What follows belongs to an exercise in optimizing a design on an open flow for small area, a short achievable clock period and few clock cycles per item; a production flow would make more cautious choices.
RTL that was checked went through simulation tests only; none was proved equivalent to the original.
No functional check of the RTL was part of runs 1 and 2.
Power and IR drop assume default switching activity.

**flow/flow/run.sh**
```bash
#!/bin/bash
# The standard layout, except that each port gets the smallest buffer
# (buf_1) instead of the one buffer_ports picks by default.
set -euo pipefail
export BUFFER_PORTS_ARGS="-buffer_cell sky130_fd_sc_hd__buf_1"
bash standard.sh finish > standard_flow.log 2>&1
```
**flow/standard.sh**
```bash
#!/bin/bash
# synth_recipe.tcl (not shown) runs the flow's synth.tcl, then flattens the netlist and writes it again
# the make line also repeats each setting of config.mk as NAME=value (left out here)
make -C /OpenROAD-flow-scripts/flow DESIGN_CONFIG=/design/flow/config.mk WORK_HOME=/design/flow/orfs CLKGATE_MAP_FILE= SYNTH_SCRIPT=/design/flow/synth_recipe.tcl "${@:-finish}"
```
**flow/config.mk**
```make
export PLATFORM = sky130hd
export DESIGN_NAME = vpu_sp_top
export DESIGN_NICKNAME = vpu_sp_top
export VERILOG_FILES = /design/flow/design.v
export SDC_FILE = /design/flow/constraint.sdc
export NUM_CORES = 4
export LEC_CHECK = 0
export CAP_MARGIN = 20
export CORE_MARGIN = 2
export CORE_UTILIZATION = 40
export CTS_CLUSTER_DIAMETER = 100
export CTS_CLUSTER_SIZE = 25
export SLEW_MARGIN = 20
```
**flow/constraint.sdc**
```tcl
create_clock -name core_clock -period 11.0 [get_ports {clk}]
set_input_delay 2.2000 -clock core_clock [delete_from_list [all_inputs] [get_ports {clk}]]
set_output_delay 2.2000 -clock core_clock [all_outputs]
set_load 0.01 [all_outputs]
```
**flow/design.v**
```verilog
package vpu_sp_pkg;
  typedef logic [6:0] sp_size_t;
  typedef struct packed {
    logic                    enable;
    logic [1:0]              tilesize;
    logic [8:0]              x;
    logic [7:0]              y;
    logic [2-1:0] tile_bank;
    logic [8-1:0]  tile_idx;
    logic                    pal_mode;
    logic [1:0]              pal_bank;
    logic [3:0]              pal_no;
  } sp_attr_t;
  typedef struct packed {
    logic       valid;
    logic       last;
    logic [8:0] x;
    logic       pal_mode;
    logic [1:0] pal_bank;
    logic [3:0] pal_no;
    logic [7:0] idx;
  } sp_pix_t;
  typedef struct packed {
    logic [7:0] a;
    logic [7:0] r;
    logic [7:0] g;
    logic [7:0] b;
  } sp_argb_t;
  function automatic sp_size_t sp_size(input logic [1:0] tilesize);
    sp_size = 8 << tilesize;
  endfunction
endpackage
package vpu_mem_pkg;
  typedef struct packed {
    logic                     en;
    logic [4-1:0] addr;
  } param_req_t;
  typedef struct packed {
    logic                    en;
    logic [16-1:0] addr;
  } tile_req_t;
  typedef struct packed {
    logic                   en;
    logic [10-1:0] addr;
  } pal_req_t;
  typedef struct packed {
    logic                  rd_en;
    logic [8-1:0] rd_addr;
    logic                  wr_en;
    logic [8-1:0] wr_addr;
    logic [31:0]           wdata;
  } lb_req_t;
endpackage
`timescale 1ns/100ps
module vpu_sp_mix (
  input  logic [7:0] x0,
  input  logic [7:0] x1,
  input  logic [7:0] sel,
  input  logic       keep,
  output logic [8:0] hi_a,
  output logic [8:0] hi_b,
  output logic       c7
);
  logic [7:0] m [8];
  logic       inc;
  logic [15:0] ra;
  logic [15:0] rb;
  logic [7:0]  lo;
  always_comb begin
    for (int i = 0; i < 8; i++) m[i] = sel[i] ? x1 : x0;
    inc = keep && (m[0] != 8'd0);
  end
  logic w1, w2, w3, w4, w5, w6, w7, w8, w9, w10, w11, w12, w13, w14, w15, w16, w17, w18, w19, w20, w21, w22, w23, w24, w25, w26, w27, w28, w29, w30, w31, w32, w33, w34, w35, w36, w37, w38, w39, w40, w41, w42, w43, w44, w45, w46, w47, w48, w49, w50, w51, w52, w53, w54, w55, w56, w57, w58, w59, w60, w61, w62, w63, w64, w65, w66, w67, w68, w69, w70, w71, w72, w73, w74, w75, w76, w77, w78, w79, w80, w81, w82, w83, w84;
  assign w1 = m[0][6] ^ m[1][5];
  assign w2 = m[0][6] & m[1][5];
  assign w3 = m[0][7] ^ m[1][6] ^ m[2][5];
  assign w4 = (m[0][7] & m[1][6]) | (m[0][7] & m[2][5]) | (m[1][6] & m[2][5]);
  assign w5 = m[3][4] ^ m[4][3];
  assign w6 = m[3][4] & m[4][3];
  assign w7 = m[1][7] ^ m[2][6] ^ m[3][5];
  assign w8 = (m[1][7] & m[2][6]) | (m[1][7] & m[3][5]) | (m[2][6] & m[3][5]);
  assign w9 = m[4][4] ^ m[5][3] ^ m[6][2];
  assign w10 = (m[4][4] & m[5][3]) | (m[4][4] & m[6][2]) | (m[5][3] & m[6][2]);
  assign w11 = m[2][7] ^ m[3][6] ^ m[4][5];
  assign w12 = (m[2][7] & m[3][6]) | (m[2][7] & m[4][5]) | (m[3][6] & m[4][5]);
  assign w13 = m[0][4] ^ m[1][3];
  assign w14 = m[0][4] & m[1][3];
  assign w15 = m[0][5] ^ m[1][4] ^ m[2][3];
  assign w16 = (m[0][5] & m[1][4]) | (m[0][5] & m[2][3]) | (m[1][4] & m[2][3]);
  assign w17 = m[3][2] ^ m[4][1];
  assign w18 = m[3][2] & m[4][1];
  assign w19 = w1 ^ m[2][4] ^ m[3][3];
  assign w20 = (w1 & m[2][4]) | (w1 & m[3][3]) | (m[2][4] & m[3][3]);
  assign w21 = m[4][2] ^ m[5][1] ^ m[6][0];
  assign w22 = (m[4][2] & m[5][1]) | (m[4][2] & m[6][0]) | (m[5][1] & m[6][0]);
  assign w23 = w2 ^ w3 ^ w5;
  assign w24 = (w2 & w3) | (w2 & w5) | (w3 & w5);
  assign w25 = m[5][2] ^ m[6][1] ^ m[7][0];
  assign w26 = (m[5][2] & m[6][1]) | (m[5][2] & m[7][0]) | (m[6][1] & m[7][0]);
  assign w27 = w4 ^ w6 ^ w7;
  assign w28 = (w4 & w6) | (w4 & w7) | (w6 & w7);
  assign w29 = w9 ^ m[7][1] ^ inc;
  assign w30 = (w9 & m[7][1]) | (w9 & inc) | (m[7][1] & inc);
  assign w31 = w8 ^ w10 ^ w11;
  assign w32 = (w8 & w10) | (w8 & w11) | (w10 & w11);
  assign w33 = m[5][4] ^ m[6][3] ^ m[7][2];
  assign w34 = (m[5][4] & m[6][3]) | (m[5][4] & m[7][2]) | (m[6][3] & m[7][2]);
  assign w35 = w12 ^ m[3][7] ^ m[4][6];
  assign w36 = (w12 & m[3][7]) | (w12 & m[4][6]) | (m[3][7] & m[4][6]);
  assign w37 = m[5][5] ^ m[6][4] ^ m[7][3];
  assign w38 = (m[5][5] & m[6][4]) | (m[5][5] & m[7][3]) | (m[6][4] & m[7][3]);
  assign w39 = m[4][7] ^ m[5][6] ^ m[6][5];
  assign w40 = (m[4][7] & m[5][6]) | (m[4][7] & m[6][5]) | (m[5][6] & m[6][5]);
  assign w41 = m[0][3] ^ m[1][2];
  assign w42 = m[0][3] & m[1][2];
  assign w43 = w13 ^ m[2][2] ^ m[3][1];
  assign w44 = (w13 & m[2][2]) | (w13 & m[3][1]) | (m[2][2] & m[3][1]);
  assign w45 = w14 ^ w15 ^ w17;
  assign w46 = (w14 & w15) | (w14 & w17) | (w15 & w17);
  assign w47 = w16 ^ w18 ^ w19;
  assign w48 = (w16 & w18) | (w16 & w19) | (w18 & w19);
  assign w49 = w20 ^ w22 ^ w23;
  assign w50 = (w20 & w22) | (w20 & w23) | (w22 & w23);
  assign w51 = w24 ^ w26 ^ w27;
  assign w52 = (w24 & w26) | (w24 & w27) | (w26 & w27);
  assign w53 = w28 ^ w30 ^ w31;
  assign w54 = (w28 & w30) | (w28 & w31) | (w30 & w31);
  assign w55 = w32 ^ w34 ^ w35;
  assign w56 = (w32 & w34) | (w32 & w35) | (w34 & w35);
  assign w57 = w36 ^ w38 ^ w39;
  assign w58 = (w36 & w38) | (w36 & w39) | (w38 & w39);
  assign w59 = w40 ^ m[5][7] ^ m[6][6];
  assign w60 = (w40 & m[5][7]) | (w40 & m[6][6]) | (m[5][7] & m[6][6]);
  assign w61 = m[0][2] ^ m[1][1];
  assign w62 = m[0][2] & m[1][1];
  assign w63 = w41 ^ m[2][1] ^ m[3][0];
  assign w64 = (w41 & m[2][1]) | (w41 & m[3][0]) | (m[2][1] & m[3][0]);
  assign w65 = w42 ^ w43 ^ m[4][0];
  assign w66 = (w42 & w43) | (w42 & m[4][0]) | (w43 & m[4][0]);
  assign w67 = w44 ^ w45 ^ m[5][0];
  assign w68 = (w44 & w45) | (w44 & m[5][0]) | (w45 & m[5][0]);
  assign w69 = w46 ^ w47 ^ w21;
  assign w70 = (w46 & w47) | (w46 & w21) | (w47 & w21);
  assign w71 = w48 ^ w49 ^ w25;
  assign w72 = (w48 & w49) | (w48 & w25) | (w49 & w25);
  assign w73 = w50 ^ w51 ^ w29;
  assign w74 = (w50 & w51) | (w50 & w29) | (w51 & w29);
  assign w75 = w52 ^ w53 ^ w33;
  assign w76 = (w52 & w53) | (w52 & w33) | (w53 & w33);
  assign w77 = w54 ^ w55 ^ w37;
  assign w78 = (w54 & w55) | (w54 & w37) | (w55 & w37);
  assign w79 = w56 ^ w57 ^ m[7][4];
  assign w80 = (w56 & w57) | (w56 & m[7][4]) | (w57 & m[7][4]);
  assign w81 = w58 ^ w59 ^ m[7][5];
  assign w82 = (w58 & w59) | (w58 & m[7][5]) | (w59 & m[7][5]);
  assign w83 = w60 ^ m[6][7] ^ m[7][6];
  assign w84 = (w60 & m[6][7]) | (w60 & m[7][6]) | (m[6][7] & m[7][6]);
  assign ra = {1'b0, w84, w82, w80, w78, w76, w74, w72, w70, w68, w66, w64, w62, w61, m[0][1], m[0][0]};
  assign rb = {1'b0, m[7][7], w83, w81, w79, w77, w75, w73, w71, w69, w67, w65, w63, m[2][0], m[1][0], 1'b0};
  assign lo   = {1'b0, ra[6:0]} + {1'b0, rb[6:0]};
  assign c7   = lo[7];
  assign hi_a = ra[15:7];
  assign hi_b = rb[15:7];
endmodule
module vpu_sp_color_merge (
  input  logic [31:0] src,
  input  logic [31:0] dst,
  input  logic [7:0]  a_n,
  input  logic        a_zero,
  input  logic        a_full,
  output logic [7:0]  res_a,
  output logic [53:0] hi,
  output logic [2:0]  c7
);
  logic [8:0] a_sum;
  assign a_sum      = {1'b0, dst[31:24]} + {1'b0, src[31:24]};
  assign res_a = a_zero ? dst[31:24] : a_full ? 8'd255 : a_sum[8:1];
  vpu_sp_mix u_r (.x0(dst[23:16]), .x1(src[23:16]), .sel(src[31:24]), .keep(a_zero | a_full), .hi_a(hi[53:45]), .hi_b(hi[44:36]), .c7(c7[2]));
  vpu_sp_mix u_g (.x0(src[15:8]),   .x1(dst[15:8]),  .sel(a_n),        .keep(a_zero | a_full), .hi_a(hi[35:27]), .hi_b(hi[26:18]), .c7(c7[1]));
  vpu_sp_mix u_b (.x0(dst[7:0]),    .x1(src[7:0]),   .sel(src[31:24]), .keep(a_zero | a_full), .hi_a(hi[17:9]), .hi_b(hi[8:0]), .c7(c7[0]));
endmodule
`timescale 1ns/100ps
module vpu_sp (
  input  logic                   clk,
  input  logic                   rst_n,
  input  logic                   line_start,
  input  logic [7:0]             line_y,
  output logic                   busy,
  output logic                   line_done,
  output vpu_mem_pkg::param_req_t param_req,
  input  logic [31:0]            param_rdata,
  output vpu_mem_pkg::tile_req_t tile_req,
  input  logic [7:0]             tile_rdata,
  output vpu_mem_pkg::pal_req_t  pal_req,
  input  logic [31:0]            pal_rdata,
  output vpu_mem_pkg::lb_req_t   lb_req,
  input  vpu_sp_pkg::sp_argb_t   lb_rdata
);
  logic       accept;
  logic [7:0] cur_y;
  logic [2:0] f_idx;       
  logic       f_word;      
  logic       f_req;       
  logic       f_done;      
  logic       w0_arr;      
  logic       w1_arr;      
  logic [1:0] w_s;
  logic [7:0] w_x;
  logic [8:0] w_oy;        
  logic       k_act;
  logic [1:0] k_bank;
  logic [7:0] k_t;
  logic [2:0] k_oyr;
  logic [2:0] k_oxr;
  logic [2:0] k_oxh;
  logic [1:0] k_s;
  logic [7:0] k_x;
  logic       k_took;      
  logic       hz1;         
  logic       hz2;         
  logic       hz3;         
  logic       p1_v;
  logic [7:0] p1_x;
  logic [6:0] p1_pal;
  logic       p2_v;
  logic [9:0] p2_pal_addr;
  logic [7:0] p2_x;
  logic       p3_v;
  logic [7:0] p3_x;
  logic       p4_v;
  logic [7:0] p4_x;
  logic [31:0] p4_src;
  logic [31:0] p4_dst;
  logic [7:0] p4_an;       
  logic       p4_az;
  logic       p4_af;
  logic       p5_v;
  logic [7:0] p5_x;
  logic [7:0] p5_a;
  logic [53:0] p5_hi;
  logic [2:0] p5_c7;
  logic       p6_v;
  logic [7:0] p6_x;
  logic [31:0] p6_res;
  assign accept = !busy && line_start;
  logic [8:0] oy9;
  logic       vis_y;
  logic [2:0] oy_hi_mask;
  always_comb begin
    oy9 = w_oy;
    case (w_s)
      2'd0: oy_hi_mask = 3'b111;
      2'd1: oy_hi_mask = 3'b110;
      2'd2: oy_hi_mask = 3'b100;
      default: oy_hi_mask = 3'b000;
    endcase
    vis_y = !oy9[8] && (oy9[7:6] == 2'b00) && ((oy9[5:3] & oy_hi_mask) == 3'b000);
  end
  logic       k_last;
  logic       k_free;
  logic       hazard;
  logic       take;
  logic       skip;        
  logic       next_sp;     
  function automatic logic near(input logic v, input logic [7:0] x, input logic [7:0] base);
    logic [8:0] diff;
    diff = {1'b0, x} - {1'b0, base};
    near = v && !diff[8] && (diff[7:2] == 6'd0);
  endfunction
  always_comb begin
    logic [2:0] oxh_mask;
    case (k_s)
      2'd0: oxh_mask = 3'b000;
      2'd1: oxh_mask = 3'b001;
      2'd2: oxh_mask = 3'b011;
      default: oxh_mask = 3'b111;
    endcase
    k_last  = (k_x == 8'd255) || ((k_oxr == 3'd7) && ((k_oxh & oxh_mask) == oxh_mask));
    k_free  = !k_act || k_last;
    hazard  = near(k_act, k_x, w_x) || hz1 || hz2 || hz3;
    take    = w1_arr && vis_y && k_free && !hazard;
    skip    = (w0_arr && (!param_rdata[31] || param_rdata[16])) || (w1_arr && !vis_y);
    next_sp = take || skip;
  end
  always_ff @(posedge clk) begin
    if (!rst_n) begin
      busy      <= 1'b0;
      line_done <= 1'b0;
      f_req     <= 1'b0;
      f_done    <= 1'b0;
      w0_arr    <= 1'b0;
      w1_arr    <= 1'b0;
      k_act     <= 1'b0;
      k_took    <= 1'b0;
      p1_v      <= 1'b0;
      p2_v      <= 1'b0;
      p3_v      <= 1'b0;
      p4_v      <= 1'b0;
      p5_v      <= 1'b0;
      p6_v      <= 1'b0;
    end else begin
      line_done <= 1'b0;
      w0_arr    <= f_req && !f_word;
      w1_arr    <= f_req && f_word && !next_sp;
      if (accept) begin
        busy   <= 1'b1;
        f_req  <= 1'b1;
        f_done <= 1'b0;
      end else if (busy && f_done && !k_act && !p1_v && !p2_v && !p3_v && !p4_v && !p5_v) begin
        busy      <= 1'b0;
        line_done <= 1'b1;
      end
      if (next_sp && f_idx == 3'd7) begin
        f_req  <= 1'b0;
        f_done <= 1'b1;
      end
      if (take)                 k_act <= 1'b1;
      else if (k_act && k_last) k_act <= 1'b0;
      k_took <= take;
      p1_v <= k_act;
      p2_v <= p1_v;
      p3_v <= p2_v;
      p4_v <= p3_v;
      p5_v <= p4_v;
      p6_v <= p5_v;
    end
  end
  always_ff @(posedge clk) begin
    if (accept) begin
      cur_y  <= line_y;
      f_idx  <= 3'd0;
      f_word <= 1'b0;
    end else if (f_req) begin
      if (next_sp) begin
        f_idx  <= f_idx + 3'd1;
        f_word <= 1'b0;
      end else begin
        f_word <= 1'b1;
      end
    end
    if (w0_arr) begin
      w_s <= param_rdata[25:24];
      w_x <= param_rdata[15:8];
      w_oy <= {1'b0, cur_y} - {1'b0, param_rdata[7:0]};
    end
    hz1 <= near(k_act, k_x,  w0_arr ? param_rdata[15:8] : w_x);
    hz2 <= near(p1_v,  p1_x, w0_arr ? param_rdata[15:8] : w_x);
    hz3 <= near(p2_v,  p2_x, w0_arr ? param_rdata[15:8] : w_x);
    if (k_free) begin
      k_bank <= param_rdata[29:28];
      k_t    <= param_rdata[23:16] + ({5'd0, oy9[5:3]} << w_s);
      k_oyr  <= oy9[2:0];
      k_oxr  <= 3'd0;
      k_oxh  <= 3'd0;
      k_s    <= w_s;
      k_x    <= w_x;
    end else begin
      k_oxr <= k_oxr + 3'd1;
      if (k_oxr == 3'd7) begin
        k_t   <= k_t + 8'd1;
        k_oxh <= k_oxh + 3'd1;
      end
      k_x <= k_x + 8'd1;
    end
    p1_x   <= k_x;
    if (k_took) p1_pal <= {param_rdata[6], param_rdata[5:4], param_rdata[3:0]};
    p2_x        <= p1_x;
    p2_pal_addr <= p1_pal[6] ? {p1_pal[5:4], p1_pal[3:0], tile_rdata[3:0]}
                             : {p1_pal[5:4], tile_rdata};
    p3_x   <= p2_x;
    p4_x   <= p3_x;
    p4_src <= pal_rdata;
    p4_dst <= lb_rdata;
    p4_an  <= ~pal_rdata[31:24];
    p4_az  <= (pal_rdata[31:24] == 8'd0);
    p4_af  <= (pal_rdata[31:24] == 8'd255);
    p5_x   <= p4_x;
    p5_a   <= blend_a;
    p5_hi  <= blend_hi;
    p5_c7  <= blend_c7;
    p6_x   <= p5_x;
    p6_res <= {p5_a, blend_r[8:1], blend_g[8:1], blend_b[8:1]};
  end
  logic [7:0]  blend_a;
  logic [53:0] blend_hi;
  logic [2:0]  blend_c7;
  logic [8:0]  blend_r;
  logic [8:0]  blend_g;
  logic [8:0]  blend_b;
  assign blend_r = p5_hi[53:45] + p5_hi[44:36] + {8'd0, p5_c7[2]};
  assign blend_g = p5_hi[35:27] + p5_hi[26:18] + {8'd0, p5_c7[1]};
  assign blend_b = p5_hi[17:9]  + p5_hi[8:0]   + {8'd0, p5_c7[0]};
  vpu_sp_color_merge u_color_merge (
    .src (p4_src),
    .dst (p4_dst),
    .a_n    (p4_an),
    .a_zero (p4_az),
    .a_full (p4_af),
    .res_a  (blend_a),
    .hi     (blend_hi),
    .c7     (blend_c7)
  );
  assign param_req.en   = f_req;
  assign param_req.addr = {f_idx, f_word};
  assign tile_req.en    = k_act;
  assign tile_req.addr  = {k_bank, k_t, k_oyr, k_oxr};
  assign pal_req.en     = p2_v;
  assign pal_req.addr   = p2_pal_addr;
  assign lb_req.rd_en   = p2_v;
  assign lb_req.rd_addr = p2_x;
  assign lb_req.wr_en   = p6_v;
  assign lb_req.wr_addr = p6_x;
  assign lb_req.wdata   = p6_res;
endmodule
`timescale 1ns/100ps
module vpu_sp_top (
  input  logic        clk,
  input  logic        rst_n,
  input  logic        line_start,
  input  logic [7:0]  line_y,
  output logic        busy,
  output logic        line_done,
  output logic        param_req_en,
  output logic [3:0]  param_req_addr,
  input  logic [31:0] param_rdata,
  output logic        tile_req_en,
  output logic [15:0] tile_req_addr,
  input  logic [7:0]  tile_rdata,
  output logic        pal_req_en,
  output logic [9:0]  pal_req_addr,
  input  logic [31:0] pal_rdata,
  output logic        lb_rd_en,
  output logic [7:0]  lb_rd_addr,
  output logic        lb_wr_en,
  output logic [7:0]  lb_wr_addr,
  output logic [31:0] lb_wdata,
  input  logic [31:0] lb_rdata
);
  vpu_mem_pkg::param_req_t param_req;
  vpu_mem_pkg::tile_req_t  tile_req;
  vpu_mem_pkg::pal_req_t   pal_req;
  vpu_mem_pkg::lb_req_t    lb_req;
  vpu_sp u_sp (
    .clk         (clk),
    .rst_n       (rst_n),
    .line_start  (line_start),
    .line_y      (line_y),
    .busy        (busy),
    .line_done   (line_done),
    .param_req   (param_req),
    .param_rdata (param_rdata),
    .tile_req    (tile_req),
    .tile_rdata  (tile_rdata),
    .pal_req     (pal_req),
    .pal_rdata   (pal_rdata),
    .lb_req      (lb_req),
    .lb_rdata    (lb_rdata)
  );
  assign param_req_en   = param_req.en;
  assign param_req_addr = param_req.addr;
  assign tile_req_en    = tile_req.en;
  assign tile_req_addr  = tile_req.addr;
  assign pal_req_en     = pal_req.en;
  assign pal_req_addr   = pal_req.addr;
  assign lb_rd_en       = lb_req.rd_en;
  assign lb_rd_addr     = lb_req.rd_addr;
  assign lb_wr_en       = lb_req.wr_en;
  assign lb_wr_addr     = lb_req.wr_addr;
  assign lb_wdata       = lb_req.wdata;
endmodule
```
==> results of run 1 <==
path summary, 6_finish.rpt:
| kind | startpoint | end | slack, ps | cells after the start |
|---|---|---|---|---|
| hold / removal | u_sp.p5_x[4]$_DFF_P_ | u_sp.p6_x[4]$_DFF_P_ | 330 | 0 |
| setup / recovery | u_sp.p4_src[24]$_DFF_P_ | u_sp.p5_c7[0]$_DFF_P_ | 7380 | 11 |
| hold reg to reg | u_sp.p5_x[4]$_DFF_P_ | u_sp.p6_x[4]$_DFF_P_ | 330 | 0 |
| setup reg to reg | u_sp.p4_src[24]$_DFF_P_ | u_sp.p5_c7[0]$_DFF_P_ | 7380 | 11 |
cells in the final DEF, fill, tap and decap left out, drive strengths merged, types with 7 or more instances in the layout:
cell	instances
mux2i	87
a21oi	70
nor4	7
nand2	53
o21ai	36
edfxtp	41
nand4	7
dfxtp	266
o21a	10
nand2b	14
xor2	23
a31oi	7
nor2	30
fa	114
and2	9
buf	206
xnor2	26
ha	113
mux2	119
nand3	10
a21o	26
clkbuf	20
nor2b	17
inv	184
kinds of logic after synthesis:
kind of cell / synth area share [%]
flip-flops: 41.23
adder cells (fa/ha/maj): 23.25
buffers and inverters: 5.382
multiplexers: 13.90
AO/OA/AOI/OAI: 7.570
AND/OR/NAND/NOR: 5.965
XOR/XNOR: 2.699
stage by stage:
step           area (sq um)  utilization, %  setup WS, ps  hold slack, ps
3_3_place_gp          17190           43.57          6881           310.1
2_1_floorplan         15900               -          7171           309.6
4_1_cts               17690           44.84          7367           323.1
5_1_grt               17690           44.84          7190           325.0
3_5_place_dp          17190           43.57          6856           312.1
6_report              17690           44.84          7383           326.4
power groups by stage:
stage	combinational (W)	clock, W	sequential [W]
2_1_floorplan	0.000989	0	0.00155
3_3_place_gp	0.00130	0	0.00155
3_5_place_dp	0.00134	0	0.00156
4_1_cts	0.00134	0.000725	0.00153
5_1_grt	0.00155	0.000759	0.00156
6_report	0.00132	0.000684	0.00153
sequential cells by signal, indices dropped and copies added (netlist names), 7 cells and up:
signal / flops
u_sp.p2_x: 8
u_sp.w_x: 8
u_sp.p4_src: 32
u_sp.p1_x: 8
u_sp.p6_res: 32
u_sp.p5_a: 8
u_sp.p5_hi: 48
u_sp.p4_an: 8
u_sp.p5_x: 8
u_sp.p6_x: 8
u_sp.k_t: 8
u_sp.p2_pal_addr: 10
u_sp.p4_dst: 32
u_sp.k_x: 8
u_sp.p3_x: 8
u_sp.p4_x: 8
u_sp.p1_pal: 7
u_sp.w_oy: 9
u_sp.cur_y: 8
synth_stat cells (7+ instances only):
library cell  instances  area, sq um
fa_1                114         2282
nand2b_1             14        87.58
a31oi_1               7        43.79
nor2b_1              16        100.1
inv_1               181        679.4
and2_1                8        50.05
nand2_1              52        195.2
clkbuf_1             26        97.59
nand4_1               7        43.79
a21o_1               26        195.2
nand3_1              10        50.05
xnor2_1              26        227.7
nor2_1               30        112.6
mux2_2              119         1340
o21a_1               10        75.07
dfxtp_1             266         5325
edfxtp_1             41         1231
ha_1                113         1414
a21oi_1              70        350.3
o21ai_0              30        150.1
xor2_1               23        201.4
mux2i_1              87        870.8
worst max-delay path, stage by stage (launching register included):
cell and delay [ps]:
dfxtp_1 320, buf_4 280, mux2_2 410, ha_1 350
fa_1 500, fa_1 490, inv_1 50, fa_1 490
inv_1 40, ha_1 300, a21oi_1 130, o21ai_0 110
area by class of cell:
type / count / area, sq um
well taps: 525 / 656.9
repair buffers: 206 / 810.8
multi-input cells: 845 / 8488
inverters: 181 / 679.4
clock inverters: 6 / 63.81
flip-flops and latches: 307 / 6556
clock buffers: 20 / 436.7
fillers: 3719 / 21760
diodes: 1 / 2.502
routing by layer:
layer	up-vias	global-route usage (%)
li1	4986	-
met1	4947	21.08
met2	194	27.66
met3	44	3.803
met4	6	4.223
met5	-	0
==> qor.yml, run 1 <==
firstDrtPassIters: 4
hold_viol_final: 0
core_sq_um: 39460
ctsResizeCount: 0
met1_length_mm: 14.83
place.gp.congestion: 0.8013
switching_share_pct: 35.15
finalNetCount: 1900
antenna_found_initial: 4
grt_max_degree: 29
skew_ps: 22.70
rows: 73
wl_per_cell_um: 15.87
hp-class: "register to register"
p_sw_w: 0.001241
grt_pass1_vias: 10700
status: "complete, no violations"
clk_latency_ps: 540
vias_per_cell: 4.867
cts.clk_slew.worst_paths_ps: 100
worstPathMaxFanout: 18
ys_ff_latch: 307
critPathKind: "register to register"
drtIter0Drc: 411
finalNonFillerCells: 2091
cts_tree: "built"
die_w_um: 203.4
cap_violations: 0
peakVddDrop_v: 0.0001299
p_int_w: 0.002289
finalSetupTns_ps: 0
yosysWarnings: 3
clkSinkCount: 307
cts_hold_buf: 0
synth-main-ff-cell: "dfxtp_1"
pin_count: 200
wl_met3_mm: 1.771
grt_first_pass_wirelength_mm: 54.29
syn2layout_area_growth_pct: 11.28
grt_use_total_pct: 16.36
grt-ovfl-total: 0
cts_root_buf: "clkbuf_16"
synthArstFlopShare_pct: 0
p_leak_nw: 7.815
hpwl_mm: 25.40
met2_length_mm: 15.68
drv_slew: 0
die_area_sq_um: 41360
drc: 0
drt_wl_total_mm: 33.18
cts_buffers: 17
final_antenna_net_count: 0
rsz0062_at_grt: "no"
cp.arrival_ps: 4020
synth_edf_count: 41
powerDensity_nw_per_um2: 199.5
htreeDepth: 1
startpoint_type: "register"
post-route-min-period_ps: 3617
port_buffers: 196
syn_area_sq_um: 15900
highest_layer: "met5"
power_w: 0.003530
finalCritPeriodShare_pct: 32.89
end_kind: "register"
drive_gt1_share_pct: 11.37
setup_viol: 0
postSynthCellCount: 1372
p_clk_share_pct: 19.4
postCtsSetupBuffers: 0
worst_slew_pin_slew_ps: 823.3
vias: 10180
initial_core_util_pct: 40.30
power_frac_comb_pct: 37.3
die_y_um: 203.4
dp.cells: 2064
syn-num-nets: 1714
required_ps: 11400
syn_avg_cell_area_sq_um: 11.59
p_seq_share_pct: 43.3
synth-seq-area-share_pct: 41.23
slew_headroom_pct: 44.91
ys_types: 66
clockBufferDepth: 3
fmax_mhz: 276.4
==> run 2, diff against run 1 <==
--- a/flow/config.mk
+++ b/flow/config.mk
@@ -9,5 +9,5 @@
 export CORE_MARGIN = 2
 export CORE_UTILIZATION = 40
 export CTS_CLUSTER_DIAMETER = 100
-export CTS_CLUSTER_SIZE = 25
+export CTS_CLUSTER_SIZE = 30
 export SLEW_MARGIN = 20
==> run 2 against run 1 <==
Compared with the run above:
- count of clock-buffer cells in the layout shrank 1
- global-route usage shrank 0.14 points
- cell count is essentially flat
- final area is essentially flat
- critical path depth is the same
- largest power group unchanged
- combinational power is essentially flat
- synthesized cell count is the same
- core utilization is essentially flat
- sequential power is essentially flat
- first-iteration DRC count grew 2.4%
==> qor.yml, run 2 <==
status: "complete, no violations"
cts_tree: "built"
yosys.cell_count.top_type: "dfxtp_1"
hold_viol_final: 0
end_kind: "register"
cts_hold_buf: 0
grt-ovfl-total: 0
clk_latency_ps: 520
hp-class: "register to register"
skew_ps: 21.55
cap_violations: 0
vias: 10130
die_area_sq_um: 41360
setup_ws_ps: 7375
clockBufferDepth: 3
power_w: 0.003529
ys_types: 66
clkSinkCount: 307
fin_util_pct: 44.88
htreeDepth: 1
synth_edf_count: 41
grt_use_total_pct: 16.22
mostFrequentLayoutCells: "266 x dfxtp_1, 196 x buf_1, 181 x inv_1"
r2r_setup_slack_ps: 7370
fmax_mhz: 275.8
cp.arrival_ps: 4020
drc: 0
rsz0062_at_grt: "no"
postCtsSetupBuffers: 0
port_buffers: 196
cts_buffers: 15
hold_ws_ps: 326.7
die_y_um: 203.4
synth-seq-area-share_pct: 41.23
grt_max_degree: 32
drv_slew: 0
initial_core_util_pct: 40.30
ys_top_cells_by_count: "266 x dfxtp_1, 181 x inv_1, 119 x mux2_2"
slew_headroom_pct: 44.92
pin_count: 200
rows: 73
syn_area_sq_um: 15900
finalCritPeriodShare_pct: 32.96
synthDominantCellAreaShare_pct: 33.49
powerDensity_nw_per_um2: 199.3
finalSetupTns_ps: 0
ys_ff_latch: 307
final_antenna_net_count: 0
antenna_found_initial: 4
drt_wl_total_mm: 32.91
p_leak_nw: 7.820
synth-main-ff-cell: "dfxtp_1"
post-route-min-period_ps: 3625
final_common_cell: "dfxtp_1"
drtIter0Drc: 421
worstPathMaxFanout: 18
vias_per_cell: 4.848
drive_gt1_share_pct: 11.38
post-place-ws_ps: 6856
critPathKind: "register to register"
place.gp.congestion: 0.8013
syn-num-nets: 1714
finalNetCount: 1898
peakVddDrop_v: 0.0001275
grt_pass1_vias: 10610
cts.clk_slew.worst_paths_ps: 110
ys_top_cells_by_area: "dfxtp_1 33%, fa_1 14%, ha_1 8.9%"
firstDrtPassIters: 4
syn_avg_cell_area_sq_um: 11.59
cts_root_buf: "clkbuf_16"
largest_reg_flops: 48
synthArstFlopShare_pct: 0
top_register: "u_sp.p5_hi"
yosysWarnings: 3
postSynthCellCount: 1372
hpwl_mm: 25.40
die_w_um: 203.4
ctsResizeCount: 0
setup_viol: 0
synth_top_area_cell: "dfxtp_1"
wl_per_cell_um: 15.75
required_ps: 11390
core_sq_um: 39460
grt_first_pass_wirelength_mm: 53.99
syn2layout_area_growth_pct: 11.37
fill_cells: 3722
worst_slew_pin_slew_ps: 823.2
startpoint_type: "register"
## run 2: final cells by class
| type | instances | area (sq um) | share of cell area [%] |
|---|---|---|---|
| multi-input combinational | 845 | 8488 | 47.93 |
| inverter | 181 | 679.4 | 3.837 |
| tap | 525 | 656.9 | 3.709 |
| timing repair buffer | 206 | 810.8 | 4.579 |
| clock buffer | 19 | 421.7 | 2.381 |
| clock inverter | 6 | 92.59 | 0.5229 |
| antenna | 1 | 2.502 | 0.01413 |
| sequential | 307 | 6556 | 37.02 |
## run 2: through the flow
stage               std cells  instance area [sq um]
floorplan                1372                  15900
global placement         2064                  17190
detailed placement       2064                  17190
CTS                      2089                  17710
global route             2089                  17710
finish                   2090                  17710
## run 2: layer usage
metal	part of all wire, %	track usage [%]	vias up
met5	0.12	0	-
met4	2.2	3.806	6
met3	5.6	3.803	39
met2	47	27.39	167
met1	45	21.06	4944
li1	-	-	4976
## run 2: cell families (layout without fill, tap and decap cells)
family          Yosys count  after routing  share of synthesized area [%]
flops                   307            307                          41.23
mux                     206            206                          13.90
simple gates            178            178                          5.965
compound gates          185            185                          7.570
xor+xnor                 49             49                          2.699
fa+ha+maj               227            227                          23.25
buf+inv                 220            412                          5.382
other cells               0              1                              0
## run 2: final timing paths
check | startpoint | depth (start not counted) | endpoint
worst max register to register | u_sp.p4_src[24]$_DFF_P_ | 11 | u_sp.p5_c7[0]$_DFF_P_
worst min register to register | u_sp.p5_x[4]$_DFF_P_ | 0 | u_sp.p6_x[4]$_DFF_P_
worst max-delay path | u_sp.p4_src[24]$_DFF_P_ | 11 | u_sp.p5_c7[0]$_DFF_P_
worst min-delay path | u_sp.p5_x[4]$_DFF_P_ | 0 | u_sp.p6_x[4]$_DFF_P_
## run 2: where the power goes
part           internal, W  leakage (nW)  switching (W)  total (W)
sequential         0.00140          2.63       0.000131    0.00153
combinational     0.000595          4.94       0.000721    0.00132
clock             0.000308         0.250       0.000376   0.000684
total              0.00230          7.82        0.00123    0.00353
## run 2: worst max-delay path, stage by stage (launching register included)
cell and delay (ps):
dfxtp_1 320, buf_4 270, mux2_2 410, ha_1 350, fa_1 500, fa_1 490, inv_1 50, fa_1 490
inv_1 40, ha_1 300, a21oi_1 130, o21ai_0 120
==> run 3, diff against run 2 <==
--- a/flow/design.v
+++ b/flow/design.v
@@ -73,88 +73,88 @@
   logic w1, w2, w3, w4, w5, w6, w7, w8, w9, w10, w11, w12, w13, w14, w15, w16, w17, w18, w19, w20, w21, w22, w23, w24, w25, w26, w27, w28, w29, w30, w31, w32, w33, w34, w35, w36, w37, w38, w39, w40, w41, w42, w43, w44, w45, w46, w47, w48, w49, w50, w51, w52, w53, w54, w55, w56, w57, w58, w59, w60, w61, w62, w63, w64, w65, w66, w67, w68, w69, w70, w71, w72, w73, w74, w75, w76, w77, w78, w79, w80, w81, w82, w83, w84;
   assign w1 = m[0][6] ^ m[1][5];
   assign w2 = m[0][6] & m[1][5];
-  assign w3 = m[0][7] ^ m[1][6] ^ m[2][5];
-  assign w4 = (m[0][7] & m[1][6]) | (m[0][7] & m[2][5]) | (m[1][6] & m[2][5]);
+  assign w3 = (m[0][7] ^ m[1][6]) ^ m[2][5];
+  assign w4 = (m[0][7] & m[2][5]) | (m[1][6] & (m[0][7] | m[2][5]));
   assign w5 = m[3][4] ^ m[4][3];
   assign w6 = m[3][4] & m[4][3];
-  assign w7 = m[1][7] ^ m[2][6] ^ m[3][5];
-  assign w8 = (m[1][7] & m[2][6]) | (m[1][7] & m[3][5]) | (m[2][6] & m[3][5]);
-  assign w9 = m[4][4] ^ m[5][3] ^ m[6][2];
-  assign w10 = (m[4][4] & m[5][3]) | (m[4][4] & m[6][2]) | (m[5][3] & m[6][2]);
-  assign w11 = m[2][7] ^ m[3][6] ^ m[4][5];
-  assign w12 = (m[2][7] & m[3][6]) | (m[2][7] & m[4][5]) | (m[3][6] & m[4][5]);
+  assign w7 = (m[1][7] ^ m[2][6]) ^ m[3][5];
+  assign w8 = (m[1][7] & m[3][5]) | (m[2][6] & (m[1][7] | m[3][5]));
+  assign w9 = (m[4][4] ^ m[5][3]) ^ m[6][2];
+  assign w10 = (m[4][4] & m[6][2]) | (m[5][3] & (m[4][4] | m[6][2]));
+  assign w11 = (m[2][7] ^ m[3][6]) ^ m[4][5];
+  assign w12 = (m[2][7] & m[4][5]) | (m[3][6] & (m[2][7] | m[4][5]));
   assign w13 = m[0][4] ^ m[1][3];
   assign w14 = m[0][4] & m[1][3];
-  assign w15 = m[0][5] ^ m[1][4] ^ m[2][3];
-  assign w16 = (m[0][5] & m[1][4]) | (m[0][5] & m[2][3]) | (m[1][4] & m[2][3]);
+  assign w15 = (m[0][5] ^ m[1][4]) ^ m[2][3];
+  assign w16 = (m[0][5] & m[2][3]) | (m[1][4] & (m[0][5] | m[2][3]));
   assign w17 = m[3][2] ^ m[4][1];
   assign w18 = m[3][2] & m[4][1];
-  assign w19 = w1 ^ m[2][4] ^ m[3][3];
-  assign w20 = (w1 & m[2][4]) | (w1 & m[3][3]) | (m[2][4] & m[3][3]);
-  assign w21 = m[4][2] ^ m[5][1] ^ m[6][0];
-  assign w22 = (m[4][2] & m[5][1]) | (m[4][2] & m[6][0]) | (m[5][1] & m[6][0]);
-  assign w23 = w2 ^ w3 ^ w5;
-  assign w24 = (w2 & w3) | (w2 & w5) | (w3 & w5);
-  assign w25 = m[5][2] ^ m[6][1] ^ m[7][0];
-  assign w26 = (m[5][2] & m[6][1]) | (m[5][2] & m[7][0]) | (m[6][1] & m[7][0]);
-  assign w27 = w4 ^ w6 ^ w7;
-  assign w28 = (w4 & w6) | (w4 & w7) | (w6 & w7);
-  assign w29 = w9 ^ m[7][1] ^ inc;
-  assign w30 = (w9 & m[7][1]) | (w9 & inc) | (m[7][1] & inc);
-  assign w31 = w8 ^ w10 ^ w11;
-  assign w32 = (w8 & w10) | (w8 & w11) | (w10 & w11);
-  assign w33 = m[5][4] ^ m[6][3] ^ m[7][2];
-  assign w34 = (m[5][4] & m[6][3]) | (m[5][4] & m[7][2]) | (m[6][3] & m[7][2]);
-  assign w35 = w12 ^ m[3][7] ^ m[4][6];
-  assign w36 = (w12 & m[3][7]) | (w12 & m[4][6]) | (m[3][7] & m[4][6]);
-  assign w37 = m[5][5] ^ m[6][4] ^ m[7][3];
-  assign w38 = (m[5][5] & m[6][4]) | (m[5][5] & m[7][3]) | (m[6][4] & m[7][3]);
-  assign w39 = m[4][7] ^ m[5][6] ^ m[6][5];
-  assign w40 = (m[4][7] & m[5][6]) | (m[4][7] & m[6][5]) | (m[5][6] & m[6][5]);
+  assign w19 = (w1 ^ m[2][4]) ^ m[3][3];
+  assign w20 = (w1 & m[3][3]) | (m[2][4] & (w1 | m[3][3]));
+  assign w21 = (m[4][2] ^ m[5][1]) ^ m[6][0];
+  assign w22 = (m[4][2] & m[6][0]) | (m[5][1] & (m[4][2] | m[6][0]));
+  assign w23 = (w2 ^ w3) ^ w5;
+  assign w24 = (w2 & w5) | (w3 & (w2 | w5));
+  assign w25 = (m[5][2] ^ m[6][1]) ^ m[7][0];
+  assign w26 = (m[5][2] & m[7][0]) | (m[6][1] & (m[5][2] | m[7][0]));
+  assign w27 = (w4 ^ w6) ^ w7;
+  assign w28 = (w4 & w7) | (w6 & (w4 | w7));
+  assign w29 = (w9 ^ m[7][1]) ^ inc;
+  assign w30 = (w9 & inc) | (m[7][1] & (w9 | inc));
+  assign w31 = (w8 ^ w10) ^ w11;
+  assign w32 = (w8 & w11) | (w10 & (w8 | w11));
+  assign w33 = (m[5][4] ^ m[6][3]) ^ m[7][2];
+  assign w34 = (m[5][4] & m[7][2]) | (m[6][3] & (m[5][4] | m[7][2]));
+  assign w35 = (w12 ^ m[3][7]) ^ m[4][6];
+  assign w36 = (w12 & m[4][6]) | (m[3][7] & (w12 | m[4][6]));
+  assign w37 = (m[5][5] ^ m[6][4]) ^ m[7][3];
+  assign w38 = (m[5][5] & m[7][3]) | (m[6][4] & (m[5][5] | m[7][3]));
+  assign w39 = (m[4][7] ^ m[5][6]) ^ m[6][5];
+  assign w40 = (m[4][7] & m[6][5]) | (m[5][6] & (m[4][7] | m[6][5]));
   assign w41 = m[0][3] ^ m[1][2];
   assign w42 = m[0][3] & m[1][2];
-  assign w43 = w13 ^ m[2][2] ^ m[3][1];
-  assign w44 = (w13 & m[2][2]) | (w13 & m[3][1]) | (m[2][2] & m[3][1]);
-  assign w45 = w14 ^ w15 ^ w17;
-  assign w46 = (w14 & w15) | (w14 & w17) | (w15 & w17);
-  assign w47 = w16 ^ w18 ^ w19;
-  assign w48 = (w16 & w18) | (w16 & w19) | (w18 & w19);
-  assign w49 = w20 ^ w22 ^ w23;
-  assign w50 = (w20 & w22) | (w20 & w23) | (w22 & w23);
-  assign w51 = w24 ^ w26 ^ w27;
-  assign w52 = (w24 & w26) | (w24 & w27) | (w26 & w27);
-  assign w53 = w28 ^ w30 ^ w31;
-  assign w54 = (w28 & w30) | (w28 & w31) | (w30 & w31);
-  assign w55 = w32 ^ w34 ^ w35;
-  assign w56 = (w32 & w34) | (w32 & w35) | (w34 & w35);
-  assign w57 = w36 ^ w38 ^ w39;
-  assign w58 = (w36 & w38) | (w36 & w39) | (w38 & w39);
-  assign w59 = w40 ^ m[5][7] ^ m[6][6];
-  assign w60 = (w40 & m[5][7]) | (w40 & m[6][6]) | (m[5][7] & m[6][6]);
+  assign w43 = (w13 ^ m[2][2]) ^ m[3][1];
+  assign w44 = (w13 & m[3][1]) | (m[2][2] & (w13 | m[3][1]));
+  assign w45 = (w14 ^ w15) ^ w17;
+  assign w46 = (w14 & w17) | (w15 & (w14 | w17));
+  assign w47 = (w16 ^ w18) ^ w19;
+  assign w48 = (w16 & w19) | (w18 & (w16 | w19));
+  assign w49 = (w20 ^ w22) ^ w23;
+  assign w50 = (w20 & w23) | (w22 & (w20 | w23));
+  assign w51 = (w24 ^ w26) ^ w27;
+  assign w52 = (w24 & w27) | (w26 & (w24 | w27));
+  assign w53 = (w28 ^ w30) ^ w31;
+  assign w54 = (w28 & w31) | (w30 & (w28 | w31));
+  assign w55 = (w32 ^ w34) ^ w35;
+  assign w56 = (w32 & w35) | (w34 & (w32 | w35));
+  assign w57 = (w36 ^ w38) ^ w39;
+  assign w58 = (w36 & w39) | (w38 & (w36 | w39));
+  assign w59 = (w40 ^ m[5][7]) ^ m[6][6];
+  assign w60 = (w40 & m[6][6]) | (m[5][7] & (w40 | m[6][6]));
   assign w61 = m[0][2] ^ m[1][1];
   assign w62 = m[0][2] & m[1][1];
-  assign w63 = w41 ^ m[2][1] ^ m[3][0];
-  assign w64 = (w41 & m[2][1]) | (w41 & m[3][0]) | (m[2][1] & m[3][0]);
-  assign w65 = w42 ^ w43 ^ m[4][0];
-  assign w66 = (w42 & w43) | (w42 & m[4][0]) | (w43 & m[4][0]);
-  assign w67 = w44 ^ w45 ^ m[5][0];
-  assign w68 = (w44 & w45) | (w44 & m[5][0]) | (w45 & m[5][0]);
-  assign w69 = w46 ^ w47 ^ w21;
-  assign w70 = (w46 & w47) | (w46 & w21) | (w47 & w21);
-  assign w71 = w48 ^ w49 ^ w25;
-  assign w72 = (w48 & w49) | (w48 & w25) | (w49 & w25);
-  assign w73 = w50 ^ w51 ^ w29;
-  assign w74 = (w50 & w51) | (w50 & w29) | (w51 & w29);
-  assign w75 = w52 ^ w53 ^ w33;
-  assign w76 = (w52 & w53) | (w52 & w33) | (w53 & w33);
-  assign w77 = w54 ^ w55 ^ w37;
-  assign w78 = (w54 & w55) | (w54 & w37) | (w55 & w37);
-  assign w79 = w56 ^ w57 ^ m[7][4];
-  assign w80 = (w56 & w57) | (w56 & m[7][4]) | (w57 & m[7][4]);
-  assign w81 = w58 ^ w59 ^ m[7][5];
-  assign w82 = (w58 & w59) | (w58 & m[7][5]) | (w59 & m[7][5]);
-  assign w83 = w60 ^ m[6][7] ^ m[7][6];
-  assign w84 = (w60 & m[6][7]) | (w60 & m[7][6]) | (m[6][7] & m[7][6]);
+  assign w63 = (w41 ^ m[2][1]) ^ m[3][0];
+  assign w64 = (w41 & m[3][0]) | (m[2][1] & (w41 | m[3][0]));
+  assign w65 = (w42 ^ w43) ^ m[4][0];
+  assign w66 = (w42 & m[4][0]) | (w43 & (w42 | m[4][0]));
+  assign w67 = (w44 ^ w45) ^ m[5][0];
+  assign w68 = (w44 & m[5][0]) | (w45 & (w44 | m[5][0]));
+  assign w69 = (w46 ^ w47) ^ w21;
+  assign w70 = (w46 & w21) | (w47 & (w46 | w21));
+  assign w71 = (w48 ^ w49) ^ w25;
+  assign w72 = (w48 & w25) | (w49 & (w48 | w25));
+  assign w73 = (w50 ^ w51) ^ w29;
+  assign w74 = (w50 & w29) | (w51 & (w50 | w29));
+  assign w75 = (w52 ^ w53) ^ w33;
+  assign w76 = (w52 & w33) | (w53 & (w52 | w33));
+  assign w77 = (w54 ^ w55) ^ w37;
+  assign w78 = (w54 & w37) | (w55 & (w54 | w37));
+  assign w79 = (w56 ^ w57) ^ m[7][4];
+  assign w80 = (w56 & m[7][4]) | (w57 & (w56 | m[7][4]));
+  assign w81 = (w58 ^ w59) ^ m[7][5];
+  assign w82 = (w58 & m[7][5]) | (w59 & (w58 | m[7][5]));
+  assign w83 = (w60 ^ m[6][7]) ^ m[7][6];
+  assign w84 = (w60 & m[7][6]) | (m[6][7] & (w60 | m[7][6]));
   assign ra = {1'b0, w84, w82, w80, w78, w76, w74, w72, w70, w68, w66, w64, w62, w61, m[0][1], m[0][0]};
   assign rb = {1'b0, m[7][7], w83, w81, w79, w77, w75, w73, w71, w69, w67, w65, w63, m[2][0], m[1][0], 1'b0};
   assign lo   = {1'b0, ra[6:0]} + {1'b0, rb[6:0]};
--- a/flow/config.mk
+++ b/flow/config.mk
@@ -9,5 +9,5 @@
 export CORE_MARGIN = 2
 export CORE_UTILIZATION = 40
 export CTS_CLUSTER_DIAMETER = 100
-export CTS_CLUSTER_SIZE = 30
+export CTS_CLUSTER_SIZE = 25
 export SLEW_MARGIN = 20
==> run 3 against run 2 <==
Compared with the run above:
- still clean
- sequential cell count is the same
- wire length is 4.2% lower
- clock skew fell by 5.5 ps
- sequential power barely moved
- final area fell by 1.2%
- combinational power hardly changed
- via count shrank 3.6%
- synthesized area fell by 1.2%
- cell count is 1.4% lower
- clock power is 2% lower
- largest cell class unchanged
- largest power group unchanged
==> qor.yml, run 3 <==
die_area_sq_um: 40860
grt-ovfl-total: 0
ys_types: 55
hp-class: "register to register"
syn_avg_cell_area_sq_um: 11.62
yosysWarnings: 3
cp_slowest_cell: "dfxtp_1"
final_antenna_net_count: 0
pin_count: 200
syn-num-nets: 1693
port_buffers: 196
post-route-min-period_ps: 3874
ys_top_cells_by_count: "266 x dfxtp_1, 175 x inv_1, 114 x fa_1"
drc: 0
dpl-instance-area_sq_um: 17000
drv_slew: 0
synth_mux_area_share_pct: 14.07
powerDensity_nw_per_um2: 199.0
synthAdderAreaFrac_pct: 23.54
multiInputGateArea_sq_um: 8352
mostFrequentLayoutCells: "266 x dfxtp_1, 196 x buf_1, 175 x inv_1"
ys_ff_latch: 307
clockBufferDepth: 3
slew_headroom_pct: 34.50
finalNetCount: 1878
grt_max_degree: 42
finalSetupTns_ps: 0
grt_first_pass_wirelength_mm: 53.01
crit_chain: "mux2_2 > ha_1 > inv_1 > fa_1 > inv_1 > fa_1 > fa_1 > ha_1 > a21oi_1 > o21ai_0"
synth-main-ff-cell: "dfxtp_1"
hpwl_mm: 23.82
place.gp.congestion: 0.8083
cp_num_buf_inv: 2
ys_top_cells_by_area: "dfxtp_1 34%, fa_1 15%, ha_1 9.0%"
antenna_found_initial: 2
dp.cells: 2035
cts_tree: "built"
vias_per_cell: 4.739
cap_violations: 0
drt_wl_total_mm: 31.53
ctsResizeCount: 0
diodes: 0
top_register: "u_sp.p5_hi"
synthDominantCellAreaShare_pct: 33.91
drive_gt1_share_pct: 9.403
yosys.area_share.simple_pct: 5.697
end_kind: "register"
cts_root_buf: "clkbuf_16"
core_sq_um: 38740
synth_compound_area_share_pct: 6.908
cp_common_cell: "fa_1"
fmax_mhz: 258.1
max_stage_delay_ps: 890
crit_family: "adder cells"
rows: 72
finalCritPeriodShare_pct: 35.22
grt_pass1_vias: 10450
worst_slew_pin_slew_ps: 981.2
die_w_um: 202.1
clkSinkCount: 307
cts_buffers: 17
cts.clk_slew.worst_paths_ps: 90
startpoint_type: "register"
initial_core_util_pct: 40.54
htreeDepth: 1
syn2layout_area_growth_pct: 11.39
peakVddDrop_v: 0.0001635
synthXorXnorAreaFrac_pct: 2.900
finalNonFillerCells: 2060
vias: 9763
p_leak_nw: 7.755
synthArstFlopShare_pct: 0
largest_reg_flops: 48
worstPathMaxFanout: 18
fill_cells: 3681
cts_hold_buf: 0
synth_top_area_cell: "dfxtp_1"
grt_use_total_pct: 15.89
stdcell_area_sq_um: 17490
fin_util_pct: 45.16
postCtsSetupBuffers: 0
required_ps: 11410
yosys.cell_count.top_type: "dfxtp_1"
hold_ws_ps: 315.5
hold_viol_final: 0
synth_edf_count: 41
status: "complete, no violations"
drtIter0Drc: 270
skew_ps: 16.04
final_common_cell: "dfxtp_1"
final-seq-area_sq_um: 6556
firstDrtPassIters: 4
critPathKind: "register to register"
postSynthCellCount: 1351
rsz0062_at_grt: "no"
setup_viol: 0
die_y_um: 202.1
cp.arrival_ps: 4280
clk_latency_ps: 510
synth_top_family_by_area: "adder cells"
wl_per_cell_um: 15.31
syn_area_sq_um: 15700
synth-seq-area-share_pct: 41.75
==> run 3: routing by layer <==
layer	routed length [um]	share of wire, %	vias to the layer above	global-route usage, %
met5	23	0.073	-	0
met4	484	1.5	4	3.624
met3	1440	4.6	33	2.918
met2	15140	48	146	27.66
met1	14440	46	4672	20.54
li1	-	-	4908	-
==> run 3: cell type report <==
cell class	count	area share [%]
well taps	518	3.705
multi-input cells	832	47.74
clock buffers	21	2.518
clock inverters	4	0.2933
repair buffers	203	4.506
flip-flops and latches	307	37.48
inverters	175	3.755
==> run 3: final timing paths <==
kind / from / cells after the start / endpoint / slack [ps]
setup / recovery: u_sp.p4_src[24]$_DFF_P_ / 10 / u_sp.p5_c7[2]$_DFF_P_ / 7130
hold / removal: u_sp.p3_x[4]$_DFF_P_ / 0 / u_sp.p4_x[4]$_DFF_P_ / 320
setup reg to reg: u_sp.p4_src[24]$_DFF_P_ / 10 / u_sp.p5_c7[2]$_DFF_P_ / 7130
hold reg to reg: u_sp.p3_x[4]$_DFF_P_ / 0 / u_sp.p4_x[4]$_DFF_P_ / 320
==> run 3: kinds of logic after synthesis <==
group | Yosys count
XOR/XNOR | 52
buffers and inverters | 212
adder cells (fa/ha/maj) | 227
AO/OA/AOI/OAI | 171
multiplexers | 208
AND/OR/NAND/NOR | 174
flip-flops | 307
==> run 3: report_power, final <==
| part | internal (W) | switching [W] |
|---|---|---|
| clock | 0.000295 | 0.000373 |
| combinational | 0.000598 | 0.000688 |
| sequential | 0.00140 | 0.000131 |
==> run 3: metrics by stage <==
step,total power [W],setup slack [ps]
2_1_floorplan,0.002515,7171
3_3_place_gp,0.002839,6915
3_5_place_dp,0.002864,6903
4_1_cts,0.003561,7082
5_1_grt,0.003825,6991
6_report,0.003481,7126
Testbench counts of run 3, summed over its fixed seeds: cycles 50,366, lines 512.
==> run 4, diff against run 3 <==
--- a/flow/config.mk
+++ b/flow/config.mk
@@ -10,4 +10,4 @@
 export CORE_UTILIZATION = 40
 export CTS_CLUSTER_DIAMETER = 100
 export CTS_CLUSTER_SIZE = 25
-export SLEW_MARGIN = 20
+export SLEW_MARGIN = 60
==> run 4 against run 3 <==
Compared with the run above:
- sequential power about the same
- cell count about the same
- count of clock-buffer cells in the layout down 2
- critical path depth unchanged
- total power hardly changed
- wire length down 0.54%
- sequential cell count is the same
- largest cell class unchanged
==> qor.yml, run 4 <==
clockBufferDepth: 3
postCtsSetupBuffers: 0
status: "complete, no violations"
largest_reg_flops: 48
finalSetupTns_ps: 0
regToRegStartpoint: "u_sp.p4_src[24]$_DFF_P_"
setup_viol: 0
clkSinkCount: 307
max_stage_delay_ps: 430
pin_count: 200
synth_top_area_cell: "dfxtp_1"
cp_common_cell: "o21ai_0"
postSynthCellCount: 1351
drc: 0
vias_per_cell: 4.741
finalNonFillerCells: 2058
core_sq_um: 38740
holdPathEnd: "u_sp.p4_x[4]$_DFF_P_"
grt-ovfl-total: 0
firstDrtPassIters: 4
powerDensity_nw_per_um2: 198.9
htreeDepth: 1
yosys.cell_count.top_type: "dfxtp_1"
cp_slowest_cell: "fa_1"
drtIter0Drc: 353
drive_gt1_share_pct: 9.935
top_register: "u_sp.p5_hi"
critPathKind: "input pin to register"
setup_ws_ps: 7388
cts_root_buf: "clkbuf_16"
syn2layout_area_growth_pct: 11.50
final_common_cell: "dfxtp_1"
hpwl_mm: 23.78
finalNetCount: 1878
die_w_um: 202.1
mostFrequentLayoutCells: "260 x dfxtp_1, 195 x buf_1, 175 x inv_1"
drv_slew: 0
place.gp.congestion: 0.8083
drt_wl_total_mm: 31.36
fmax_mhz: 276.9
ys_top_cells_by_area: "dfxtp_1 34%, fa_1 15%, ha_1 9.0%"
syn_area_sq_um: 15700
final_antenna_net_count: 0
p_leak_nw: 7.765
cp.arrival_ps: 3890
clk_latency_ps: 510
r2r_setup_slack_ps: 7420
startpoint_type: "input pin"
die_area_sq_um: 40860
dp.cells: 2035
grt_first_pass_wirelength_mm: 52.79
fill_cells: 3660
grt_use_total_pct: 15.84
worstHoldStart: "u_sp.p3_x[4]$_DFF_P_"
post-route-min-period_ps: 3612
rows: 72
ys_top_cells_by_count: "266 x dfxtp_1, 175 x inv_1, 114 x fa_1"
crit_start: "param_rdata[0]"
required_ps: 11280
yosysWarnings: 3
hold_viol_final: 0
vias: 9756
multiInputGateArea_sq_um: 8354
ctsResizeCount: 0
port_buffers: 196
ys_types: 55
cts.clk_slew.worst_paths_ps: 100
power_w: 0.003484
peakVddDrop_v: 0.0001474
synth-main-ff-cell: "dfxtp_1"
skew_ps: 18.18
cts_tree: "built"
rsz0062_at_grt: "no"
worst_slew_pin_slew_ps: 531.4
ys_ff_latch: 307
synth_edf_count: 41
initial_core_util_pct: 40.54
antenna_found_initial: 2
syn-num-nets: 1693
end_kind: "register"
worstPathMaxFanout: 2
synthArstFlopShare_pct: 0
hold_path_depth: 0
syn_avg_cell_area_sq_um: 11.62
cts_buffers: 17
synth-seq-area-share_pct: 41.75
post-place-ws_ps: 6894
grt_max_degree: 42
r2r_end: "u_sp.p5_c7[2]$_DFF_P_"
die_y_um: 202.1
cts_hold_buf: 0
final-seq-area_sq_um: 6564
grt_pass1_vias: 10460
diodes: 0
synthDominantCellAreaShare_pct: 33.91
wl_per_cell_um: 15.24
crit_chain: "buf_1 > ha_1 > fa_1 > nor2b_1 > o21ai_0 > a21boi_0 > o21ai_0 > nand2b_1 > a21o_1 > a21oi_1"
fin_util_pct: 45.20
cap_violations: 0
finalCritPeriodShare_pct: 32.83
reg2reg_depth: 10
hp-class: "register to register"
slew_headroom_pct: 64.07
run 4: cell counts after synthesis:
No cell type changed its count.
run 4: logic make-up (layout without fill, tap and decap cells):
kind of cell               Yosys count  after routing  share of synthesized area [%]
adders and majority gates          227            227                          23.54
and+or+nand+nor                    174            174                          5.697
muxes                              208            208                          14.07
xor gates and xnor gates            52             52                          2.900
DFF                                307            307                          41.75
AOI/OAI and AO/OA                  171            171                          6.908
buffers and inverters              212            401                          5.139
run 4: worst max-delay path, delay by kind of cell:
family | cells | cell delay [ps]
buffers and inverters | 1 | 90
AO/OA/AOI/OAI | 5 | 690
adder cells (fa/ha/maj) | 2 | 660
AND/OR/NAND/NOR | 2 | 240
run 4: metrics by stage:
step | hold slack [ps] | instance area, sq um
after global placement | 311.5 | 17000
after global routing | 324.4 | 17510
final | 320.3 | 17510
after detailed placement | 312.1 | 17010
after CTS | 317.7 | 17510
after floorplan | 309.6 | 15700
run 4: final cells by class:
cell class	count	share of cell area (%)
clock inverter	4	0.3716
clock buffer	19	2.472
tap	518	3.701
timing repair buffer	203	4.509
multi-input combinational	832	47.71
sequential	307	37.48
inverter	175	3.751
run 4: layer usage:
metal  vias up  global-route usage (%)  routed length, um
li1       4895                       -                  -
met1      4687                   20.38              14280
met2       145                   27.41              15070
met3        25                   3.209               1548
met4         4                   3.728                434
met5         -                       0                 23
run 4: worst max path at each step:
| stage | endpoint | slack [ps] |
|---|---|---|
| floorplan | u_sp.w_oy[8]$_DFFE_PP_ | 7170 |
| global placement | u_sp.w_oy[8]$_DFFE_PP_ | 6920 |
| detailed placement | u_sp.k_t[6]$_DFFE_PP_ | 6890 |
| CTS | u_sp.p5_c7[2]$_DFF_P_ | 7370 |
| global route | u_sp.p5_c7[2]$_DFF_P_ | 7280 |
| finish | u_sp.w_oy[8]$_DFFE_PP_ | 7390 |
run 4: power breakdown:
part / internal [W] / switching, W / total, W
logic: 0.000597 / 0.000688 / 0.00129
registers: 0.00140 / 0.000131 / 0.00153
clock network: 0.000304 / 0.000367 / 0.000671
==> run 5, diff against run 4 <==
--- a/flow/config.mk
+++ b/flow/config.mk
@@ -10,4 +10,4 @@
 export CORE_UTILIZATION = 40
 export CTS_CLUSTER_DIAMETER = 100
 export CTS_CLUSTER_SIZE = 25
-export SLEW_MARGIN = 60
+export SLEW_MARGIN = 75
==> run 5 against run 4 <==
Compared with the run above:
- still clean
- combinational power about the same
- core utilization increased by 0.24 points
- setup slack gained 61 ps
- largest cell class unchanged
- highest routed layer unchanged
==> qor.yml, run 5 <==
hold_ws_ps: 331.4
synth_top_area_cell: "dfxtp_1"
cp_slowest_cell: "fa_1"
top_register: "u_sp.p5_hi"
postSynthCellCount: 1351
clkSinkCount: 307
drc: 0
postCtsSetupBuffers: 0
p_sw_w: 0.001203
p_clk_share_pct: 19.6
synth_edf_count: 41
core_sq_um: 38740
fmax_mhz: 281.7
synthDominantCellAreaShare_pct: 33.91
htreeDepth: 1
startpoint_type: "input pin"
hold_viol_final: 0
switching_share_pct: 34.28
cts_root_buf: "clkbuf_16"
clockBufferDepth: 3
skew_ps: 24.28
setup_viol: 0
synthArstFlopShare_pct: 0
synth-seq-area-share_pct: 41.75
cp_common_cell: "o21ai_0"
syn_area_sq_um: 15700
yosysWarnings: 3
cp.arrival_ps: 3830
vias: 9759
ctsResizeCount: 0
syn_avg_cell_area_sq_um: 11.62
ys_top_cells_by_count: "266 x dfxtp_1, 175 x inv_1, 114 x fa_1"
syn-num-nets: 1693
final_antenna_net_count: 0
grt_use_total_pct: 16.09
cap_violations: 0
worstSetupPathDepth: 10
r2r_end: "u_sp.p5_c7[2]$_DFF_P_"
critPathCapture: "u_sp.w_oy[8]$_DFFE_PP_"
final-seq-area_sq_um: 6585
vias_per_cell: 4.728
grt_first_pass_wirelength_mm: 53.41
regToRegStartpoint: "u_sp.p4_src[24]$_DFF_P_"
ys_top_cells_by_area: "dfxtp_1 34%, fa_1 15%, ha_1 9.0%"
yosys.cell_count.top_type: "dfxtp_1"
largest_reg_flops: 48
r2r_setup_slack_ps: 7530
finalSetupTns_ps: 0
cp_num_buf_inv: 1
power_frac_comb_pct: 36.9
die_y_um: 202.1
grt-ovfl-total: 0
p_int_w: 0.002307
cts.clk_slew.worst_paths_ps: 90
end_kind: "register"
diodes: 0
finalCritPeriodShare_pct: 32.28
p_seq_share_pct: 43.5
ys_ff_latch: 307
firstDrtPassIters: 4
ys_types: 55
critPathKind: "input pin to register"
clk_latency_ps: 520
synth-main-ff-cell: "dfxtp_1"
worstPathMaxFanout: 2
p_leak_nw: 7.789
crit_start: "param_rdata[0]"
initial_core_util_pct: 40.54
slew_headroom_pct: 75.62
max_stage_delay_ps: 430
rsz0062_at_grt: "no"
fill_cells: 3672
powerDensity_nw_per_um2: 199.4
antenna_found_initial: 2
drtIter0Drc: 349
port_buffers: 196
syn2layout_area_growth_pct: 12.09
drive_gt1_share_pct: 11.06
worst_slew_pin_slew_ps: 365.3
reg2reg_depth: 10
place.gp.congestion: 0.8083
mostFrequentLayoutCells: "249 x dfxtp_1, 195 x buf_1, 174 x inv_1"
required_ps: 11280
cts_tree: "built"
crit_family: "adder cells"
die_w_um: 202.1
hp-class: "register to register"
multiInputGateArea_sq_um: 8379
grt_pass1_vias: 10540
peakVddDrop_v: 0.0001482
pin_count: 200
rows: 72
post-route-min-period_ps: 3550
status: "complete, no violations"
finalNetCount: 1879
die_area_sq_um: 40860
wl_per_cell_um: 15.44
grt_max_degree: 42
drv_slew: 0
hpwl_mm: 23.90
crit_chain: "buf_1 > ha_1 > fa_1 > nor2b_1 > o21ai_0 > a21boi_0 > o21ai_0 > nand2b_1 > a21o_1 > a21oi_1"
cts_buffers: 17
drt_wl_total_mm: 31.87
final_common_cell: "dfxtp_1"
cts_hold_buf: 0
run 5: cell types whose count changed in the layout (fill, tap and decap cells not counted), moves of 2 or more:
cell	delta
dfxtp_1	-11
dfxtp_2	+8
clkbuf_1	+4
dfxtp_4	+3
o21ai_0	-3
o21ai_1	+3
a2111oi_0	-2
buf_4	-2
buf_6	+2
clkbuf_8	+2
run 5: worst min-delay path by stage:
stage	from	slack, ps	cells past startpoint	to
2_1_floorplan	u_sp.p3_x[0]$_DFF_P_	310	0	u_sp.p4_x[0]$_DFF_P_
3_3_place_gp	u_sp.p5_a[5]$_DFF_P_	310	0	u_sp.p6_res[29]$_DFF_P_
3_5_place_dp	u_sp.p5_a[5]$_DFF_P_	310	0	u_sp.p6_res[29]$_DFF_P_
4_1_cts	u_sp.p5_a[5]$_DFF_P_	330	0	u_sp.p6_res[29]$_DFF_P_
5_1_grt	u_sp.p4_x[7]$_DFF_P_	340	0	u_sp.p5_x[7]$_DFF_P_
6_report	u_sp.p4_x[7]$_DFF_P_	330	0	u_sp.p5_x[7]$_DFF_P_
run 5: metal layers:
layer | part of all wire (%) | track usage, %
met2 | 47 | 27.72
met3 | 4.6 | 3.128
met1 | 46 | 20.71
met4 | 1.8 | 4.197
met5 | 0.072 | 0
run 5: area by class of cell:
type,count,area share (%)
Multi-Input combinational cell,832,47.60
Tap cell,518,3.682
Inverter,175,3.732
Clock inverter,3,0.2630
Clock buffer,25,2.701
Sequential cell,307,37.41
Timing Repair Buffer,204,4.613
run 5: metrics by stage:
stage | setup WS, ps | util, % | area, sq um | total power, W | cells
after global routing | 7268 | 45.44 | 17600 | 0.003849 | 2064
after global placement | 6915 | 43.89 | 17000 | 0.002839 | 2035
after detailed placement | 6913 | 44.00 | 17040 | 0.002864 | 2035
final | 7450 | 45.44 | 17600 | 0.003510 | 2064
after floorplan | 7171 | - | 15700 | 0.002515 | 1351
after CTS | 7479 | 45.34 | 17560 | 0.003572 | 2063
run 5: cells by family (layout without fill, tap and decap cells):
group | after synthesis | count (layout) | synth area share (%)
fa+ha+maj | 227 | 227 | 23.54
compound gates | 171 | 171 | 6.908
mux | 208 | 208 | 14.07
flops | 307 | 307 | 41.75
buf+inv | 212 | 407 | 5.139
xor+xnor | 52 | 52 | 2.900
simple gates | 174 | 174 | 5.697
run 5: power by group through the flow:
stage / logic, W / registers [W] / clock network [W]
5_1_grt: 0.00152 / 0.00156 / 0.000765
3_5_place_dp: 0.00131 / 0.00156 / 0
4_1_cts: 0.00132 / 0.00153 / 0.000720
6_report: 0.00129 / 0.00153 / 0.000688
2_1_floorplan: 0.000966 / 0.00155 / 0
3_3_place_gp: 0.00129 / 0.00155 / 0

-- separate check: timing with driven ports --
How much do the figures lean on ideal ports? The routed layouts below were timed once more, with nothing changed but the port constraints. Step 1 sets driving cells, clkbuf_16 on the clock port and buf_2 on the other inputs (assumed; they add their load-dependent delay and slew). Step 2 adds t to the input delays and takes it off the output delays; t is the mean of the earliest and latest rising clock arrival at the registers after step 1. Input paths then give back, and output paths get back, about the clock's delay inside the block. a / b / c = no drivers / after step 1 / after step 2; a / b = the first two.
run	t (ns)	setup WS [ns]	slew at the worst register clock pin (ns)	worst data-port slew with drivers (ns)	pins driven straight from the clock port
run 1	0.587	7.383 / 7.383 / 6.901	0.11 / 0.11	0.09	1
run 2	0.568	7.375 / 7.375 / 6.900	0.12 / 0.12	0.10	1
run 3	0.565	7.126 / 7.126 / 6.865	0.10 / 0.10	0.09	1
run 4	0.560	7.388 / 7.416 / 6.856	0.10 / 0.10	0.09	1
run 5	0.570	7.450 / 7.473 / 6.903	0.10 / 0.10	0.09	1
After both steps setup and hold are still met in every run listed. For run 5, which loses most, drivers alone change the setup slack by +0.023 ns; drivers and shift together by -0.547 ns.
